From an optimization exercise on the open Yosys and OpenROAD flow, aimed at small area and a short achievable clock period; shortcuts taken in it are not production practice.
In this exercise RTL edits were held to simulation tests only and were not proved equivalent to the original.

<file path="run.sh">
#!/bin/bash
# synth_recipe.tcl (not shown) runs the flow's synth.tcl, then flattens the netlist and writes it again
# the make line also repeats each setting of config.mk as NAME=value (left out here)
make -C /OpenROAD-flow-scripts/flow DESIGN_CONFIG=/design/flow/config.mk WORK_HOME=/design/flow/orfs CLKGATE_MAP_FILE= SYNTH_SCRIPT=/design/flow/synth_recipe.tcl finish
</file>
<file path="config.mk">
export PLATFORM = sky130hd
export DESIGN_NAME = mdu_ctrl
export DESIGN_NICKNAME = mdu_ctrl
export VERILOG_FILES = /design/flow/design.v
export SDC_FILE = /design/flow/constraint.sdc
export NUM_CORES = 4
export LEC_CHECK = 0
export CAP_MARGIN = 20
export CORE_MARGIN = 2
export CORE_UTILIZATION = 40
export SLEW_MARGIN = 20
</file>
<file path="constraint.sdc">
create_clock -name core_clock -period 105.0 [get_ports {clk}]
set_input_delay 21.0000 -clock core_clock [delete_from_list [all_inputs] [get_ports {clk}]]
set_output_delay 21.0000 -clock core_clock [all_outputs]
set_load 0.01 [all_outputs]
</file>
<file path="design.v">
package mdu_pkg;
  localparam logic [2:0] OP_MULT  = 3'd0;
  localparam logic [2:0] OP_MULTU = 3'd1;
  localparam logic [2:0] OP_DIV   = 3'd2;
  localparam logic [2:0] OP_DIVU  = 3'd3;
  localparam logic [2:0] OP_MTHI  = 3'd4;
  localparam logic [2:0] OP_MTLO  = 3'd5;
  localparam logic [2:0] OP_MFHI  = 3'd6;
  localparam logic [2:0] OP_MFLO  = 3'd7;
  localparam int unsigned MULT_CYCLES_DEF = 5;
  localparam int unsigned DIV_CYCLES_DEF  = 10;
  typedef enum logic [1:0] {
    ST_IDLE,
    ST_MUL_BUSY,
    ST_DIV_BUSY
  } mdu_state_e;
  function automatic logic op_is_multi(
    input logic [2:0] op
  );
    op_is_multi = ~op[2];
  endfunction
endpackage
module mdu_step (
  input  logic [34:0] x,
  input  logic [32:0] m,
  input  logic        one,
  input  logic        two,
  input  logic        inv,
  input  logic        cin,
  output logic [34:0] s
);
  logic [34:0] m1;
  logic [34:0] m2;
  logic [34:0] y;
  assign m1 = {{2{m[32]}}, m};
  assign m2 = {m[32], m, 1'b0};
  assign y  = (({35{one}} & m1) | ({35{two}} & m2)) ^ {35{inv}};
  localparam int L = 17;
  logic [L:0]  c;
  logic [34:L] t;
  logic [35:L] d;
  logic [34:L] g;
  assign c[0] = cin;
  for (genvar i = 0; i < L; i++) begin : g_lo
    assign s[i]   = x[i] ^ y[i] ^ c[i];
    assign c[i+1] = (x[i] & y[i]) | (c[i] & (x[i] ^ y[i]));
  end
  assign d[L] = 1'b0;
  assign g[L] = 1'b1;
  for (genvar i = L; i < 35; i++) begin : g_hi
    assign t[i]   = x[i] ^ y[i] ^ d[i];
    assign d[i+1] = (x[i] & y[i]) | (d[i] & (x[i] ^ y[i]));
    if (i > L) begin : g_g
      assign g[i] = g[i-1] & t[i-1];
    end
    assign s[i]   = t[i] ^ (c[L] & g[i]);
  end
endmodule
module mdu_ctrl #(
  parameter int unsigned MULT_CYCLES = mdu_pkg::MULT_CYCLES_DEF,
  parameter int unsigned DIV_CYCLES  = mdu_pkg::DIV_CYCLES_DEF
) (
  input  logic        clk,
  input  logic        reset,
  input  logic        start,
  input  logic [2:0]  op,
  input  logic [31:0] rs_val,
  input  logic [31:0] rt_val,
  input  logic        md_req,
  output logic        busy,
  output logic        stall,
  output logic [31:0] hi,
  output logic [31:0] lo,
  output logic [31:0] mdu_out
);
  localparam logic [3:0] MUL_LOAD = 4'(MULT_CYCLES - 1);
  localparam logic [3:0] DIV_LOAD = 4'(DIV_CYCLES - 1);
  logic [3:0]  cnt;
  logic        mdiv;     
  logic        aflag;    
  logic        yprev;    
  logic [32:0] bm;       
  logic [32:0] ahi;      
  logic [31:0] alo;      
  logic start_mul;
  logic start_div;
  logic last;
  logic negq;
  logic div_step;
  logic [34:0] x   [1:4];
  logic [34:0] s   [1:4];
  logic        one [1:4];
  logic        two [1:4];
  logic        neg [1:4];
  logic        cin1;
  logic [3:0]  q;
  logic [31:0] r   [1:4];
  logic [31:0] rs_abs;
  assign start_mul = ~busy & start & (op[2:1] == 2'b00);
  assign start_div = ~busy & start & (op[2:1] == 2'b01);
  assign last      = (cnt == 4'd0);
  assign negq      = aflag ^ bm[32];
  assign div_step  = mdiv & (cnt > 4'd1);
  assign stall   = md_req & (busy | (start & mdu_pkg::op_is_multi(op)));
  assign mdu_out = (op == mdu_pkg::OP_MFHI) ? hi : lo;
  always_comb begin
    for (int k = 1; k <= 4; k++) begin
      logic b2, b1, b0;
      b2 = alo[2*k-1];
      b1 = alo[2*k-2];
      b0 = (k == 1) ? yprev : alo[2*k-3];
      if (mdiv) begin
        one[k] = div_step;
        two[k] = 1'b0;
        neg[k] = div_step & ~bm[32];
      end else if (last) begin
        one[k] = aflag;
        two[k] = 1'b0;
        neg[k] = 1'b0;
      end else begin
        one[k] = b1 ^ b0;
        two[k] = (b2 & ~b1 & ~b0) | (~b2 & b1 & b0);
        neg[k] = b2 & ~(b1 & b0);
      end
    end
  end
  always_comb begin
    cin1 = neg[1];
    if (!mdiv) begin
      x[1] = {{2{ahi[32]}}, ahi};
    end else if (div_step) begin
      x[1] = {2'b00, ahi[31:0], alo[31]};
    end else if (!last) begin
      x[1] = {3'b000, alo ^ {32{negq}}};
      cin1 = negq;
    end else begin
      x[1] = {3'b000, ahi[31:0] ^ {32{aflag}}};
      cin1 = aflag;
    end
  end
  for (genvar k = 1; k <= 4; k++) begin : g_step
    mdu_step u_step (
      .x   (x[k]),
      .m   (bm),
      .one (one[k]),
      .two (two[k]),
      .inv (neg[k]),
      .cin ((k == 1) ? cin1 : neg[k]),
      .s   (s[k])
    );
    assign q[4-k] = ~s[k][34];
    assign r[k]   = q[4-k] ? s[k][31:0] : x[k][31:0];
    if (k < 4) begin : g_link
      assign x[k+1] = mdiv ? {2'b00, r[k], alo[31-k]}
                           : {{2{s[k][34]}}, s[k][34:2]};
    end
  end
  assign rs_abs = (op[1] & ~op[0] & rs_val[31]) ? -rs_val : rs_val;
  always_ff @(posedge clk) begin
    if (!busy) begin
      bm    <= {~op[0] & rt_val[31], rt_val};
      ahi   <= '0;
      alo   <= rs_abs;
      yprev <= 1'b0;
      mdiv  <= op[1];
      aflag <= rs_val[31] & (op[1] ^ op[0]);
      cnt   <= op[1] ? DIV_LOAD : MUL_LOAD;
    end else begin
      cnt <= cnt - 4'd1;
      if (mdiv) begin
        if (div_step) begin
          ahi <= {1'b0, r[4]};
          alo <= {alo[27:0], q};
        end else if (!last) begin
          alo <= s[1][31:0];
        end
      end else begin
        ahi   <= s[4][34:2];
        alo   <= {s[4][1:0], s[3][1:0], s[2][1:0], s[1][1:0], alo[31:8]};
        yprev <= alo[7];
      end
    end
  end
  always_ff @(posedge clk or negedge reset) begin
    if (!reset) begin
      busy <= 1'b0;
      hi   <= '0;
      lo   <= '0;
    end else if (!busy) begin
      if (start_mul | start_div) busy <= 1'b1;
      if (start & (op == mdu_pkg::OP_MTHI)) hi <= rs_val;
      if (start & (op == mdu_pkg::OP_MTLO)) lo <= rs_val;
    end else if (last) begin
      busy <= 1'b0;
      if (!mdiv || (bm[31:0] != 32'd0)) begin
        hi <= s[1][31:0];
        lo <= alo;
      end
    end
  end
endmodule
</file>
==> run summary <==
[worst max-delay path, stage by stage]
cell and delay (ns):
clkdlybuf4s50_1 0.50, inv_1 0.08, ha_1 0.28, nand2_1 0.09, buf_4 0.38, mux2_2 0.39, clkdlybuf4s50_1 0.48
[cell families (layout without fill, tap and decap cells)]
group	Yosys count	count (layout)	share of synthesized area, %
compound gates	683	683	22.3
xor+xnor	271	271	12.0
fa+ha+maj	147	147	14.2
buf+inv	262	293	5.27
flops	170	170	22.2
mux	186	186	9.82
simple gates	603	603	14.1
[cell type report]
| cell class | count | share of cell area (%) |
|---|---|---|
| multi-input combinational | 1890 | 64.4 |
| sequential | 170 | 19.6 |
| timing repair buffer | 214 | 9.02 |
| tap | 664 | 3.71 |
| clock buffer | 18 | 1.96 |
| inverter | 47 | 0.804 |
| clock inverter | 14 | 0.497 |
[routing by layer]
metal,up-vias,GRT usage [%]
met3,184,5.75
met1,9123,40.8
met4,3,13.9
li1,8385,-
met2,1066,45.0
met5,-,0
[stage by stage]
step                instances  cell area, um2
floorplan                2322           19800
global placement         2985           21900
detailed placement       2985           21900
CTS                      3017           22400
global route             3017           22400
finish                   3017           22400
[worst paths after layout]
check	endpoint	slack, ns
worst min register to register	ahi[32]	0.49
worst max-delay path	mdu_out[7]	60.79
max in group asynchronous	busy	83.68
min in group asynchronous	hi[4]	20.67
worst max register to register	ahi[17]	63.08
worst min-delay path	ahi[32]	0.49
[registers in the layout, indices dropped and copies added (netlist names), 4 cells and up]
name	cells
alo	32
bm	33
ahi	33
hi	32
lo	32
cnt	4
[synthesized netlist by cell type, types with 67 or more instances]
cell type  number
nand2_1       178
edfxtp_1       67
xor2_1        156
nor2_1        221
clkbuf_1      139
fa_1          129
mux2i_1       121
a22oi_1       134
xnor2_1       114
a21oi_1       199
o21ai_0       107
[cell usage in the layout, fill, tap and decap left out, types with 65 or more instances in the layout]
master	instances
fa_1	129
nor2_1	211
mux2i_1	121
edfxtp_1	67
o21ai_0	107
xor2_1	156
mux2_2	65
a22oi_1	134
xnor2_1	114
nand2_1	176
a21oi_1	195
clkdlybuf4s50_1	167
==> reports/metrics.yaml <==
clock_tree:
  cts_buffers: 17
  hold_buffers: 0
  path_clk_slew_ns: 0.07
  ctsResizeCount: 0
  clk_latency_ns: 0.52
  cts.sinks: 170
  cts_setup_buffers: 0
  cts-root-buf: "clkbuf_16"
  htree_levels: 4
  cts_tree: "done"
  cts_buffer_depth: 2
min_path:
  hp-class: "reg2reg"
  worstHoldStart: "ahi[32]"
  min_path_cells: 2
setup_path:
  arrival_ns: 23.21
  critical_path.endpoint_type: "primary output"
  crit_fanout: 33
  reg2regPathDepth: 109
  required_ns: 84.00
  r2r_start: "mdiv"
  criticalPathCategory: "in2out"
  startpoint_type: "input port"
  setup.worst_path.start: "op[0]"
sta:
  relSlewSlack_pct: 24.9
  fin_crit_ns: 44.21
  finalMaxSlewViolations: 0
  period_share_pct: 42.1
  final_hold_viol_count: 0
  setup-tns-final_ns: 0
  skew_ns: 0.0196
  whs_ns: 0.491
  setup_viol: 0
  rsz0062_at_grt: "no"
  layout_setup_ws_ns: 60.79
  fmax_mhz: 22.6
  tightest_slew_ns: 1.12
layout:
  drive_gt1_share_pct: 8.37
  syn2layout_area_growth_pct: 13.3
  seqCellArea_um2: 4400
  final_nets: 2558
  fillCellCount: 4789
  multi_input_area_um2: 14400
  finish.utilization_pct: 45.9
  diodes: 0
synth:
  syn_avg_cell_area_um2: 8.52
  yosysTopAreaCellShare_pct: 13.1
  yosys-top-cells-area: "fa_1, edfxtp_1, dfrtp_1"
  synth_area_um2: 19800
  yosys.area.top_type: "fa_1"
  ys.flop_type: "edfxtp_1"
  yosys_warnings: 18
  synth_async_sr_flop_share_pct: 38.2
  synthCells: 2322
  synth_edf_count: 67
  synth_nets: 2540
  ys_seq_area_share_pct: 22.2
  yosysUniqueCellTypes: 85
  ys_ff_latch: 170
floorplanning:
  ioPinCount: 169
  die_w_um: 226
  initial_utilization_pct: 40.5
  die_h_um: 226
  die_area_um2: 51300
  rows: 81
  core_area_um2: 48800
place:
  pre_cts_ws_ns: 60.77
  io_buffer_count: 168
  gp_congestion: 0.925
  dpl.hpwl_um: 55800
detailed_routing:
  firstDrtPassIters: 5
  viasPerCell: 6.22
  wl_met1_um: 31800
  top_layer: "met5"
  dr_wl_met3_um: 7250
  drc: 0
  drtIter0Drc: 1936
  wl_um: 75700
  vias: 18800
  drt.antenna.violating_nets: 0
  avgRoutedWirePerCell_um: 25.1
  wl_met2_um: 33000
global_routing:
  grt_pass1_wl_um: 114000
  grt_usage_pct: 29.7
  antenna_found_initial: 2
  overflow: 0
  grt_pass1_vias: 18200
  grt_max_degree: 79
job:
  drv_cap: 0
outcome:
  outcome: "no timing/DRC/antenna violations"

==> static timing again, ports no longer ideal <==
The results above use ideal ports. As a check the final layout listed here was re-extracted and re-timed, cells and wires unchanged.
Step 1, drivers: a clkbuf_16 drives clk and a buf_2 each remaining input, both assumed.
Step 2 adds t to the input delays and takes it off the output delays; t is the mean of the earliest and latest rising clock arrival at the registers after step 1. Input paths then give back, and output paths get back, about the clock's delay inside the block.
Three values: ideal, step 1, step 2; two values: the first two.
t, ns: 0.570
slack for setup (ns): 60.793 / 60.765 / 60.765
worst setup path after step 2: input to output
worst slew at a driven data input, ns: 0.06
After both steps this run still meets setup and hold. For this run, drivers alone change the setup slack by -0.028 ns; drivers and shift together by -0.028 ns.
